Context: an optimization exercise on an open-source flow, tuned for small area, a short achievable clock period and few clock cycles per item. The choices shown serve that exercise and are no tape-out recipe. Only simulation tests tie the RTL to the original design; equivalence was not proved. Power figures rest on the tool's default switching activity, not on a simulated workload.

==> design.v <==
package bsr_pkg;
  localparam int ROW_BITS = 64;
  localparam logic [2:0] FUNC_CLEAR = 3'd0;
  localparam logic [2:0] FUNC_RECT  = 3'd1;
  localparam logic [2:0] FUNC_LINE  = 3'd2;
  localparam logic [2:0] FUNC_TRI   = 3'd3;
  localparam logic [2:0] FUNC_CIRC  = 3'd4;
  localparam logic [2:0] FUNC_READ  = 3'd5;
  typedef logic signed [10:0] coord_t;
  typedef struct packed {
    logic [2:0]        func;
    logic signed [7:0] pos_x;
    logic signed [7:0] pos_y;
    logic signed [7:0] end_x;
    logic signed [7:0] end_y;
    logic [6:0]        size_w;
    logic [6:0]        size_h;
    logic [6:0]        radius;
  } cmd_t;
  typedef struct packed {
    coord_t lo0;
    coord_t hi0;
    coord_t lo1;
    coord_t hi1;
  } span_t;
  localparam coord_t SPAN_LO_EMPTY = 11'sd1;
  localparam coord_t SPAN_HI_EMPTY = 11'sd0;
  function automatic logic [ROW_BITS-1:0] range_mask(coord_t lo, coord_t hi);
    logic [ROW_BITS-1:0] m;
    for (int c = 0; c < ROW_BITS; c++) begin
      m[c] = (c >= lo) && (c <= hi);
    end
    range_mask = m;
  endfunction
endpackage
module bsr_span (
  input  bsr_pkg::cmd_t   cmd,
  input  bsr_pkg::coord_t r,
  input  logic [6:0]      circ_k,
  input  logic            circ_on,
  output bsr_pkg::span_t  span
);
  bsr_pkg::coord_t px, py, ex, ey, w, h, k, xr, yb, a;
  always_comb begin
    px = bsr_pkg::coord_t'($signed(cmd.pos_x));
    py = bsr_pkg::coord_t'($signed(cmd.pos_y));
    ex = bsr_pkg::coord_t'($signed(cmd.end_x));
    ey = bsr_pkg::coord_t'($signed(cmd.end_y));
    w  = bsr_pkg::coord_t'(cmd.size_w);
    h  = bsr_pkg::coord_t'(cmd.size_h);
    k  = bsr_pkg::coord_t'(circ_k);
    xr = px + w - 11'sd1;
    yb = py + h - 11'sd1;
    a  = r - py;
    span.lo0 = bsr_pkg::SPAN_LO_EMPTY;
    span.hi0 = bsr_pkg::SPAN_HI_EMPTY;
    span.lo1 = bsr_pkg::SPAN_LO_EMPTY;
    span.hi1 = bsr_pkg::SPAN_HI_EMPTY;
    unique case (cmd.func)
      bsr_pkg::FUNC_RECT: begin
        if (cmd.size_w != '0 && cmd.size_h != '0 && r >= py && r <= yb) begin
          if (r == py || r == yb) begin
            span.lo0 = px;
            span.hi0 = xr;
          end else begin
            span.lo0 = px;
            span.hi0 = px;
            span.lo1 = xr;
            span.hi1 = xr;
          end
        end
      end
      bsr_pkg::FUNC_LINE: begin
        if (ey == py) begin
          if (r == py) begin
            span.lo0 = px;
            span.hi0 = ex;
          end
        end else if (ex == px) begin
          if (r >= py && r <= ey) begin
            span.lo0 = px;
            span.hi0 = px;
          end
        end
      end
      bsr_pkg::FUNC_TRI: begin
        if (a >= 11'sd0 && a < h) begin
          span.lo0 = px;
          span.hi0 = px + a;
        end
      end
      bsr_pkg::FUNC_CIRC: begin
        if (circ_on) begin
          span.lo0 = px - k;
          span.hi0 = px + k;
        end
      end
      default: begin
      end
    endcase
  end
endmodule
module bsr_ram #(
  parameter int WIDTH = 64,
  parameter int DEPTH = 32
) (
  input  logic                                       clk,
  input  logic                                       we,
  input  logic [((DEPTH > 1) ? $clog2(DEPTH) : 1)-1:0] waddr,
  input  logic [WIDTH-1:0]                           wdata,
  input  logic [((DEPTH > 1) ? $clog2(DEPTH) : 1)-1:0] raddr,
  output logic [WIDTH-1:0]                           rdata
);
  logic [WIDTH-1:0] mem [DEPTH];
  always_ff @(posedge clk) begin
    if (we) begin
      mem[waddr] <= wdata;
    end
    rdata <= mem[raddr];
  end
endmodule
module bitmap_shape_rasterizer #(
  parameter int CANVAS_ROWS = 32,
  parameter int CANVAS_COLS = 64
) (
  input  logic              clk,
  input  logic              rst,
  input  logic              cmd_valid,
  output logic              cmd_ready,
  input  logic [2:0]        cmd_func,
  input  logic signed [7:0] cmd_pos_x,
  input  logic signed [7:0] cmd_pos_y,
  input  logic signed [7:0] cmd_end_x,
  input  logic signed [7:0] cmd_end_y,
  input  logic [6:0]        cmd_size_w,
  input  logic [6:0]        cmd_size_h,
  input  logic [6:0]        cmd_radius,
  output logic              rsp_valid,
  input  logic              rsp_ready,
  output logic [4:0]        rsp_row_index,
  output logic [63:0]       rsp_row_bits
);
  localparam int ROW_AW = (CANVAS_ROWS > 1) ? $clog2(CANVAS_ROWS) : 1;
  localparam logic [2:0] S_IDLE  = 3'd0;
  localparam logic [2:0] S_CPREP = 3'd1;
  localparam logic [2:0] S_CDY   = 3'd2;
  localparam logic [2:0] S_CBIS  = 3'd3;
  localparam logic [2:0] S_CWR   = 3'd4;
  localparam logic [2:0] S_FWR   = 3'd5;
  localparam logic [2:0] S_RSP   = 3'd6;
  localparam logic [2:0] S_ROUT  = 3'd7;
  logic [2:0]              state;
  logic [ROW_AW-1:0]       row;
  bsr_pkg::cmd_t           cmd_q;
  logic [13:0]             radsq;
  logic signed [16:0]      tval;
  logic [6:0]              k;
  logic [2:0]              bitn;
  logic [CANVAS_ROWS-1:0]  valid;
  logic                    out_valid;
  logic [4:0]              out_index;
  logic [63:0]             out_bits;
  bsr_pkg::cmd_t           cmd_in;
  bsr_pkg::coord_t         r_c;
  bsr_pkg::coord_t         dy;
  logic [7:0]              dy_abs;
  logic [6:0]              cand;
  logic [7:0]              sq_op;
  logic [15:0]             sq;
  logic                    last_row;
  logic                    read_ok;
  logic                    out_free;
  logic [ROW_AW-1:0]       raddr;
  logic                    we;
  logic [CANVAS_COLS-1:0]  rdata;
  logic [CANVAS_COLS-1:0]  row_data;
  logic [CANVAS_COLS-1:0]  wdata;
  logic [bsr_pkg::ROW_BITS-1:0] mask;
  logic [6:0]              row_ext;
  bsr_pkg::span_t          span;
  assign cmd_in.func   = cmd_func;
  assign cmd_in.pos_x  = cmd_pos_x;
  assign cmd_in.pos_y  = cmd_pos_y;
  assign cmd_in.end_x  = cmd_end_x;
  assign cmd_in.end_y  = cmd_end_y;
  assign cmd_in.size_w = cmd_size_w;
  assign cmd_in.size_h = cmd_size_h;
  assign cmd_in.radius = cmd_radius;
  assign cmd_ready = (state == S_IDLE);
  assign rsp_valid     = out_valid;
  assign rsp_row_index = out_index;
  assign rsp_row_bits  = out_bits;
  assign r_c      = bsr_pkg::coord_t'(row);
  assign dy       = r_c - bsr_pkg::coord_t'($signed(cmd_q.pos_y));
  assign dy_abs   = dy[10] ? 8'(-dy) : 8'(dy);
  assign cand     = k | (7'd1 << bitn);
  assign last_row = (row == ROW_AW'(CANVAS_ROWS - 1));
  assign read_ok  = !cmd_pos_y[7] && (cmd_pos_y[6:0] < 7'(CANVAS_ROWS));
  assign out_free = !out_valid || rsp_ready;
  assign row_ext  = 7'(row);
  always_comb begin
    case (state)
      S_CPREP: sq_op = {1'b0, cmd_q.radius};
      S_CDY:   sq_op = dy_abs;
      S_CBIS:  sq_op = {1'b0, cand};
      default: sq_op = '0;
    endcase
  end
  assign sq = sq_op * sq_op;
  always_comb begin
    case (state)
      S_FWR:                          raddr = last_row ? '0 : row + ROW_AW'(1);
      S_CDY, S_CBIS, S_CWR, S_RSP, S_ROUT: raddr = row;
      default:                        raddr = '0;
    endcase
  end
  assign we       = (state == S_FWR) || (state == S_CWR);
  assign row_data = valid[row] ? rdata : '0;
  assign mask     = bsr_pkg::range_mask(span.lo0, span.hi0)
                  | bsr_pkg::range_mask(span.lo1, span.hi1);
  assign wdata    = row_data | mask[CANVAS_COLS-1:0];
  bsr_span u_span (
    .cmd     (cmd_q),
    .r       (r_c),
    .circ_k  (k),
    .circ_on (!tval[16]),
    .span    (span)
  );
  bsr_ram #(
    .WIDTH (CANVAS_COLS),
    .DEPTH (CANVAS_ROWS)
  ) u_ram (
    .clk   (clk),
    .we    (we),
    .waddr (row),
    .wdata (wdata),
    .raddr (raddr),
    .rdata (rdata)
  );
  always_ff @(posedge clk) begin
    if (rst) begin
      state     <= S_IDLE;
      valid     <= '0;
      out_valid <= 1'b0;
    end else begin
      if (state == S_ROUT && out_free) begin
        out_valid <= 1'b1;
      end else if (rsp_ready) begin
        out_valid <= 1'b0;
      end
      if (we) begin
        valid[row] <= 1'b1;
      end
      unique case (state)
        S_IDLE: begin
          if (cmd_valid) begin
            cmd_q <= cmd_in;
            row   <= '0;
            unique case (cmd_func)
              bsr_pkg::FUNC_CLEAR: valid <= '0;
              bsr_pkg::FUNC_RECT, bsr_pkg::FUNC_LINE, bsr_pkg::FUNC_TRI: state <= S_FWR;
              bsr_pkg::FUNC_CIRC: state <= S_CPREP;
              bsr_pkg::FUNC_READ: begin
                if (read_ok) begin
                  row   <= ROW_AW'(cmd_pos_y[6:0]);
                  state <= S_RSP;
                end
              end
              default: begin
              end
            endcase
          end
        end
        S_CPREP: begin
          radsq <= sq[13:0];
          state <= S_CDY;
        end
        S_CDY: begin
          tval  <= $signed({3'b000, radsq}) - $signed({1'b0, sq});
          k     <= '0;
          bitn  <= 3'd6;
          state <= S_CBIS;
        end
        S_CBIS: begin
          if (!tval[16] && $signed({1'b0, sq}) <= tval) begin
            k <= cand;
          end
          if (bitn == 3'd0) begin
            state <= S_CWR;
          end else begin
            bitn <= bitn - 3'd1;
          end
        end
        S_CWR: begin
          if (last_row) begin
            state <= S_IDLE;
          end else begin
            row   <= row + ROW_AW'(1);
            state <= S_CDY;
          end
        end
        S_FWR: begin
          if (last_row) begin
            state <= S_IDLE;
          end else begin
            row <= row + ROW_AW'(1);
          end
        end
        S_RSP: state <= S_ROUT;
        S_ROUT: begin
          if (out_free) begin
            out_index <= row_ext[4:0];
            out_bits  <= 64'(row_data);
            state     <= S_IDLE;
          end
        end
        default: state <= S_IDLE;
      endcase
    end
  end
endmodule
==> run.sh <==
#!/bin/bash
# synth_recipe.tcl (not shown) runs the flow's synth.tcl, then flattens the netlist and writes it again
# the make line also repeats each setting of config.mk as NAME=value (left out here)
make -C /OpenROAD-flow-scripts/flow DESIGN_CONFIG=/design/flow/config.mk WORK_HOME=/design/flow/orfs CLKGATE_MAP_FILE= SYNTH_SCRIPT=/design/flow/synth_recipe.tcl finish
==> config.mk <==
export PLATFORM = sky130hd
export DESIGN_NAME = bitmap_shape_rasterizer
export DESIGN_NICKNAME = bitmap_shape_rasterizer
export VERILOG_FILES = /design/flow/design.v
export SDC_FILE = /design/flow/constraint.sdc
export NUM_CORES = 4
export LEC_CHECK = 0
export CAP_MARGIN = 20
export CORE_MARGIN = 2
export CORE_UTILIZATION = 40
export SLEW_MARGIN = 20
==> constraint.sdc <==
create_clock -name core_clock -period 10.0 [get_ports {clk}]
set_input_delay 2.0000 -clock core_clock [delete_from_list [all_inputs] [get_ports {clk}]]
set_output_delay 2.0000 -clock core_clock [all_outputs]
set_load 0.01 [all_outputs]
==> results.yml, run 1 <==
sta:
  setup_viol: 0
  tns_ns: 0
  fin_crit_ns: 9.07
  maxSlewHeadroom_pct: 19.4
  fmaxAchievable_ghz: 0.110
  finalClockSkew_ns: 0.105
  grt_setup_unrepaired: "no"
  post-route-period-util_pct: 90.7
  whs_ns: 0.462
  maxSlewViolCount: 0
  setup_ws_ns: 0.932
  tightest_slew_ns: 1.21
  hold_violations: 0
critical_path:
  start_kind: "flip-flop"
  endpoint_kind: "flip-flop"
  crit_type: "flip-flop to flip-flop"
  slowest_stage: "fa_1"
  crit_start: "row[0]$_DFFE_PP_"
  crit_path_max_incr_delay_ns: 0.53
  arrival_ns: 9.61
  path_max_fanout: 8
  timing.rr.start: "row[0]$_DFFE_PP_"
  crit_path_frequent_cell: "inv_1"
  cp_data_required_time_ns: 10.54
yosys:
  async_reset_ff_share_pct: 0
  yosysMostFrequentCell: "edfxtp_1"
  ys_seq_area_share_pct: 71.1
  synthTopCellsByCount: "2218 x edfxtp_1, 784 x nand2_1, 502 x mux4_2, 354 x nand3_1, 242 x nor2_1"
  synthDistinctLibCells: 105
  post-synth-top-area-fraction_pct: 69.0
  synth.area.top_cells: "edfxtp_1 69%, mux4_2 12%, nand2_1 3.0%"
  ys_seq_elements: 2318
  yosysTopAreaCell: "edfxtp_1"
  yosysWarnings: 3
  synthesis.area_mm2: 0.0965
  syn_nets: 6044
  ys.flop_type: "edfxtp_1"
  synth-edff-count: 2218
  synthCells: 5824
  avgSynthCellArea_um2: 16.6
global_route:
  grt_use_met2_pct: 36.8
  track_usage_pct: 23.5
  grt_overflow_total: 0
  grt_first_pass_wirelength_um: 412000
  grt_max_degree: 143
  use_met3_pct: 3.36
  busiest_layer: "met2"
  grt_pass1_vias: 55400
  use_met1_pct: 34.1
  antenna_found_initial: 2
die:
  die_w_um: 495
  dieArea_mm2: 0.245
  rows: 180
  start_util_pct: 40.2
  io_pins: 131
  coreArea_mm2: 0.240
  die_h_um: 495
detailed_routing:
  drcViolationCount: 0
  drtIter0Drc: 7109
  wirelength_um: 291000
  num_vias: 56100
  avgViaCountPerCell: 5.92
  detail_route.first_pass.iterations: 5
  wl_per_cell_um: 30.7
  ant_nets: 0
layout:
  layout-drive-gt1-share_pct: 18.4
  fillers: 20500
  nets: 6296
  multi_input_area_mm2: 0.0268
  regArea_mm2: 0.0686
  area_delta_synth_final_pct: 14.5
  stdcell_area_mm2: 0.111
clock_tree:
  root_buffer: "clkbuf_16"
  cts-htree-levels: 4
  clkSinkCount: 2318
  cts_tree: "done"
  insertion_delay_ns: 0.92
  cts_hold_buf: 0
  cts_max_path_buffers: 3
  cts_buffers: 233
  clk_pin_slew_ns: 0.06
place:
  globalplace.congestion: 0.980
  place_area_mm2: 0.103
  post-place-ws_ns: 0.757
  portBuffers: 130
  dp_hpwl_um: 164000
power_and_ir_drop:
  p_clk_share_pct: 29.0
  leakage_nw: 36.9
  swShare_pct: 32.7
  intPower_w: 0.0205
  max-vdd-ir-drop_mv: 0.328
  power.total_w: 0.0304
  p_sw_w: 0.00997
  share_comb_of_total_power_pct: 30.4
  seqPwrFrac_pct: 40.6
  p_per_area_mw_per_mm2: 276
worst_hold_path:
  hold_path_class: "flip-flop to flip-flop"
  worstHoldStart: "valid[30]$_SDFF_PP0_"
flow_run:
  drv_cap: 0
status:
  status: "finished clean"
## metal layers
| layer | vias to the layer above | share of wire (%) | wire [um] |
|---|---|---|---|
| li1 | 23300 | - | - |
| met1 | 29800 | 43 | 125000 |
| met2 | 2477 | 47 | 135000 |
| met3 | 424 | 7.4 | 21600 |
| met4 | 0 | 3.1 | 9140 |
| met5 | - | 0 | 0 |
## kinds of logic (layout without fill, tap and decap cells)
family                     count (synthesis)  count (layout)  synth area share, %
AOI/OAI and AO/OA                        636             636                 4.48
xor gates and xnor gates                  81              81                0.743
adders and majority gates                160             160                 2.32
buffers and inverters                    433             894                 1.73
DFF                                     2318            2318                 71.1
muxes                                    509             509                 11.8
other                                      0               3                    0
and+or+nand+nor                         1687            1687                 7.85
## power by group through the flow
stage	clock [W]	combinational (W)	sequential, W
floorplan	0	0.00626	0.0125
detailed placement	0	0.00922	0.0126
global route	0.00935	0.0101	0.0124
global placement	0	0.00913	0.0125
CTS	0.00898	0.00926	0.0124
finish	0.00884	0.00926	0.0124
## cell usage in the layout, fill, tap and decap left out, types with 19 or more instances in the layout
| master | Yosys | layout |
|---|---|---|
| a21o_1 | 31 | 31 |
| nor3_1 | 50 | 47 |
| inv_1 | 152 | 152 |
| mux4_2 | 502 | 502 |
| a311oi_1 | 23 | 23 |
| nand4_1 | 26 | 26 |
| o21a_1 | 24 | 24 |
| xnor2_1 | 60 | 60 |
| a31oi_1 | 26 | 26 |
| nand2b_1 | 23 | 23 |
| nor2_1 | 242 | 208 |
| nand3_1 | 354 | 354 |
| nor2_4 | 0 | 34 |
| and3_1 | 34 | 34 |
| clkbuf_1 | 140 | 51 |
| fa_1 | 32 | 32 |
| clkinv_2 | 0 | 38 |
| buf_4 | 5 | 145 |
| nor2b_1 | 24 | 24 |
| o21ai_0 | 155 | 140 |
| nand2_1 | 784 | 780 |
| and2_1 | 75 | 74 |
| clkdlybuf4s50_1 | 0 | 130 |
| o31ai_1 | 21 | 19 |
| dfxtp_1 | 100 | 100 |
| a21oi_1 | 142 | 139 |
| xor2_1 | 20 | 20 |
| edfxtp_1 | 2218 | 2218 |
| clkbuf_16 | 0 | 233 |
| clkinv_1 | 1 | 49 |
| ha_1 | 128 | 128 |
| bufinv_16 | 0 | 22 |
## state kept, by name (all words and copies together), names as in the netlist
name / flops
row: 5
out_bits: 64
radsq: 13
state: 3
bitn: 3
out_index: 5
u_ram.mem: 2048
cmd_q: 56
out_valid: 1
tval: 17
k: 7
valid: 32
u_ram.rdata: 64
## critical path, delay by kind of cell (launching register included)
kind	cells	cell delay (ns)
adder cells (fa/ha/maj)	8	3.04
AND/OR/NAND/NOR	7	1.11
flip-flops	1	0.39
buffers and inverters	8	1.18
XOR/XNOR	2	0.33
AO/OA/AOI/OAI	14	2.69
## path summary, 6_finish.rpt
path,endpoint,slack [ns],depth (start not counted)
worst min register to register,valid[30]$_SDFF_PP0_,0.46,2
worst max register to register,k[4]$_SDFFCE_PN0P_,0.93,39
worst min-delay path,valid[30]$_SDFF_PP0_,0.46,2
worst max-delay path,k[4]$_SDFFCE_PN0P_,0.93,39
## area by class of cell
class / instances / area share (%)
Timing Repair Buffer: 296 / 2.50
Tap cell: 3185 / 3.61
Antenna cell: 3 / 0.00679
Clock inverter: 143 / 1.40
Clock buffer: 301 / 5.66
Inverter: 154 / 0.523
Multi-Input combinational cell: 3073 / 24.2
Sequential cell: 2318 / 62.1
## stage by stage
| step | utilization [%] | instances |
|---|---|---|
| 6_report | 46.0 | 9473 |
| 3_3_place_gp | 42.6 | 9016 |
| 4_1_cts | 45.9 | 9464 |
| 5_1_grt | 46.0 | 9470 |
| 2_1_floorplan | - | 5824 |
| 3_5_place_dp | 42.7 | 9020 |
## timing repair
| item | CTS | global route |
|---|---|---|
| setup buffers | 0 | 0 |
| gates resized for setup | 0 | 1 |
| setup endpoints to repair | 0 | 7 |
| hold endpoints to repair | 0 | 0 |
Testbench counts, summed over its fixed seeds: cycles 170,999, items 3,136.
==> run 2, diff against run 1 <==
--- a/design.v
+++ b/design.v
@@ -180,2 +180,6 @@
   bsr_pkg::span_t          span;
+  logic [ROW_AW-1:0]       row_hi;
+  logic signed [10:0]      in_lo, in_hi;
+  logic [ROW_AW-1:0]       in_lo_c, in_hi_c;
+  logic                    in_hit;
   assign cmd_in.func   = cmd_func;
@@ -196,3 +200,3 @@
   assign cand     = k | (7'd1 << bitn);
-  assign last_row = (row == ROW_AW'(CANVAS_ROWS - 1));
+  assign last_row = (row == row_hi);
   assign read_ok  = !cmd_pos_y[7] && (cmd_pos_y[6:0] < 7'(CANVAS_ROWS));
@@ -213,3 +217,3 @@
       S_CDY, S_CBIS, S_CWR, S_RSP, S_ROUT: raddr = row;
-      default:                        raddr = '0;
+      default:                        raddr = in_lo_c;
     endcase
@@ -239,2 +243,27 @@
   );
+  always_comb begin
+    bsr_pkg::coord_t py, ey, h, r;
+    py = bsr_pkg::coord_t'($signed(cmd_pos_y));
+    ey = bsr_pkg::coord_t'($signed(cmd_end_y));
+    h  = bsr_pkg::coord_t'(cmd_size_h);
+    r  = bsr_pkg::coord_t'(cmd_radius);
+    in_lo = py;
+    in_hi = py + h - 11'sd1;
+    case (cmd_func)
+      bsr_pkg::FUNC_LINE: begin
+        if (cmd_end_y == cmd_pos_y) in_hi = py;
+        else if (cmd_end_x == cmd_pos_x) in_hi = ey;
+        else in_hi = py - 11'sd1;
+      end
+      bsr_pkg::FUNC_CIRC: begin
+        in_lo = py - r;
+        in_hi = py + r;
+      end
+      default: ;
+    endcase
+    if (cmd_func == bsr_pkg::FUNC_RECT && cmd_size_w == '0) in_hi = py - 11'sd1;
+    in_lo_c = (in_lo < 0) ? '0 : ROW_AW'(in_lo);
+    in_hi_c = (in_hi > 11'sd31) ? ROW_AW'(31) : ROW_AW'(in_hi);
+    in_hit  = (in_lo <= in_hi) && (in_hi >= 0) && (in_lo <= 11'sd31);
+  end
   always_ff @(posedge clk) begin
@@ -256,8 +285,9 @@
           if (cmd_valid) begin
-            cmd_q <= cmd_in;
-            row   <= '0;
+            cmd_q  <= cmd_in;
+            row    <= in_lo_c;
+            row_hi <= in_hi_c;
             unique case (cmd_func)
               bsr_pkg::FUNC_CLEAR: valid <= '0;
-              bsr_pkg::FUNC_RECT, bsr_pkg::FUNC_LINE, bsr_pkg::FUNC_TRI: state <= S_FWR;
-              bsr_pkg::FUNC_CIRC: state <= S_CPREP;
+              bsr_pkg::FUNC_RECT, bsr_pkg::FUNC_LINE, bsr_pkg::FUNC_TRI: if (in_hit) state <= S_FWR;
+              bsr_pkg::FUNC_CIRC: if (in_hit) state <= S_CPREP;
               bsr_pkg::FUNC_READ: begin
==> results.yml, run 2 <==
place:
  dp_hpwl_um: 177000
  portBuffers: 130
  place_inst: 9019
  globalplace.congestion: 0.998
  post-place-ws_ns: 0.637
global_route:
  grt_pass1_vias: 56200
  grt_first_pass_wirelength_um: 426000
  track_usage_pct: 23.8
  antenna_found_initial: 7
  grt_max_degree: 91
  grt_overflow_total: 0
detailed_routing:
  drtIter0Drc: 6883
  ant_nets: 0
  detail_route.first_pass.iterations: 6
  avgViaCountPerCell: 5.98
  wirelength_um: 302000
  num_vias: 56600
  drcViolationCount: 0
  wl_per_cell_um: 32.0
layout:
  fillers: 20800
  mostFrequentLayoutCells: "2223 x edfxtp_1, 520 x mux4_2, 291 x nand2_1"
  max_flop_register: "u_ram.mem"
  mostFrequentLayoutCell: "edfxtp_1"
  finalNonFillerCells: 9463
  nets: 6208
  area_delta_synth_final_pct: 14.7
  layout-drive-gt1-share_pct: 20.4
  regArea_mm2: 0.0688
  multi_input_area_mm2: 0.0289
  largest_reg_flops: 2048
  reg_top3: "u_ram.mem: 2048 flops, out_bits: 64 flops, u_ram.rdata: 64 flops"
yosys:
  synthDistinctLibCells: 121
  yosysWarnings: 3
  avgSynthCellArea_um2: 17.6
  synth-edff-count: 2223
  post-synth-top-area-fraction_pct: 67.4
  yosysTopAreaCell: "edfxtp_1"
  syn_nets: 5897
  ys.flop_type: "edfxtp_1"
  synthCells: 5633
  ys_seq_elements: 2323
  synthesis.area_mm2: 0.0990
  yosysMostFrequentCell: "edfxtp_1"
  synthTopCellsByCount: "2223 x edfxtp_1, 520 x mux4_2, 292 x nand2_1, 246 x nor2_1, 227 x inv_1"
  synth.area.top_cells: "edfxtp_1 67%, mux4_2 12%, ha_1 2.1%"
  ys_seq_area_share_pct: 69.4
  async_reset_ff_share_pct: 0
power_and_ir_drop:
  leakage_nw: 37.5
  max-vdd-ir-drop_mv: 0.194
  p_per_area_mw_per_mm2: 229
clock_tree:
  root_buffer: "clkbuf_16"
  clkSinkCount: 2323
  cts_max_path_buffers: 3
  insertion_delay_ns: 0.94
  cts-htree-levels: 4
  cts_setup_buffers: 0
  clk_pin_slew_ns: 0.06
  cts_hold_buf: 0
  cts_buffers: 231
  cts_resized: 0
  cts_tree: "done"
worst_hold_path:
  hold_path_class: "flip-flop to flip-flop"
  worstHoldStart: "valid[14]$_SDFF_PP0_"
  hold_path_end: "valid[14]$_SDFF_PP0_"
  holdPathStages: 2
sta:
  post-route-period-util_pct: 92.8
  fin_crit_ns: 9.28
  hold_violations: 0
  maxSlewViolCount: 0
  finalClockSkew_ns: 0.122
  fmaxAchievable_ghz: 0.108
  maxSlewHeadroom_pct: 17.7
  tns_ns: 0
  tightest_slew_ns: 1.23
  whs_ns: 0.469
  setup_viol: 0
  grt_setup_unrepaired: "no"
  setup_ws_ns: 0.718
critical_path:
  start_kind: "flip-flop"
  endpoint_kind: "flip-flop"
  r2r_setup_slack_ns: 0.72
  arrival_ns: 9.83
  crit_path_frequent_cell: "inv_1"
  ff2ff_path_depth: 33
  r2r-end: "k[2]$_SDFFCE_PN0P_"
  crit_path_max_incr_delay_ns: 0.68
  path_max_fanout: 7
  crit_type: "flip-flop to flip-flop"
  timing.rr.start: "row[0]$_DFFE_PP_"
  cp_data_required_time_ns: 10.55
  slowest_stage: "a31oi_1"
die:
  die_h_um: 502
  die_w_um: 502
  dieArea_mm2: 0.252
  start_util_pct: 40.2
  coreArea_mm2: 0.246
  rows: 182
  io_pins: 131
flow_run:
  drv_cap: 0
status:
  status: "finished clean"
run 2: changes by cell type after synthesis, sizes merged, moves of 24 or more:
cell	previous run	this run
o21ai	167	137
ha	128	169
a21oi	149	174
a32o	2	64
nand2	785	292
inv	153	227
a311oi	26	2
nand3	355	69
mux2i	3	201
a221oi	16	83
xor2	21	50
run 2: kinds of logic after synthesis:
| group | count (synthesis) | synth area share (%) |
|---|---|---|
| flops | 2323 | 69.4 |
| simple gates | 962 | 4.76 |
| compound gates | 813 | 5.99 |
| mux | 724 | 13.9 |
| buf+inv | 483 | 1.97 |
| fa+ha+maj | 204 | 2.84 |
| xor+xnor | 124 | 1.10 |
run 2: power breakdown:
part           internal [W]  switching, W
Sequential           0.0115      0.000113
Combinational       0.00222       0.00341
Clock               0.00499       0.00380
run 2: how the worst max path moves through the flow:
stage	to	cells after the start	from	slack, ns
after CTS	k[2]$_SDFFCE_PN0P_	37	row[0]$_DFFE_PP_	0.56
final	k[2]$_SDFFCE_PN0P_	33	row[0]$_DFFE_PP_	0.72
after global placement	k[2]$_SDFFCE_PN0P_	34	row[0]$_DFFE_PP_	0.66
after global routing	k[2]$_SDFFCE_PN0P_	33	row[0]$_DFFE_PP_	0.16
after detailed placement	k[0]$_SDFFCE_PN0P_	34	row[0]$_DFFE_PP_	0.64
after floorplan	k[0]$_SDFFCE_PN0P_	35	row[0]$_DFFE_PP_	0.75
run 2: final cells by class:
| cell class | count | area share (%) |
|---|---|---|
| Multi-Input combinational cell | 2827 | 25.5 |
| Inverter | 228 | 0.754 |
| Sequential cell | 2323 | 60.5 |
| Clock buffer | 312 | 5.59 |
| Tap cell | 3312 | 3.65 |
| Antenna cell | 1 | 0.00220 |
| Timing Repair Buffer | 333 | 2.72 |
| Clock inverter | 127 | 1.25 |
run 2: routing by layer:
metal | up-vias | part of all wire, % | global-route usage (%)
li1 | 23400 | - | -
met1 | 30000 | 42 | 33.5
met2 | 2638 | 47 | 37.3
met3 | 505 | 8.3 | 4.43
met4 | 2 | 3.5 | 7.90
met5 | - | 0.0043 | 0
run 2: stage by stage:
stage | util (%) | power [W] | area [um^2]
finish | 46.1 | 0.0260 | 114000
global route | 46.1 | 0.0269 | 114000
CTS | 46.1 | 0.0261 | 113000
detailed placement | 42.9 | 0.0174 | 106000
global placement | 42.9 | 0.0173 | 106000
floorplan | - | 0.0155 | 99000
run 2: worst max-delay path: cells and delay by family (launching register included):
| kind | cells | cell delay (ns) |
|---|---|---|
| adder cells (fa/ha/maj) | 7 | 2.84 |
| AO/OA/AOI/OAI | 10 | 2.54 |
| AND/OR/NAND/NOR | 6 | 1.35 |
| XOR/XNOR | 5 | 1.24 |
| buffers and inverters | 5 | 0.52 |
| flip-flops | 1 | 0.40 |
Testbench counts of run 2, summed over its fixed seeds: cycles 45,240, items 3,136.

[afterwards: timing with drivers on the ports]
How much do the figures lean on ideal ports? The routed layouts below were timed once more, with nothing changed but the port constraints. Step 1, drivers: a clkbuf_16 drives clk and a buf_2 each remaining input, both assumed. Step 2 adds t to the input delays and takes it off the output delays; t is the mean of the earliest and latest rising clock arrival at the registers after step 1. Input paths then give back, and output paths get back, about the clock's delay inside the block. a / b / c = no drivers / after step 1 / after step 2; a / b = the first two.
run | t (ns) | setup WS [ns] | hold WS [ns] | worst slew at a driven data input, ns | cell pins on the clock port's net
run 1 | 0.963 | 0.932 / 0.932 / 0.932 | 0.462 / 0.462 / 0.462 | 0.06 | 1
run 2 | 0.978 | 0.718 / 0.718 / 0.718 | 0.469 / 0.469 / 0.469 | 0.05 | 1
After both steps setup and hold are still met in every run listed.
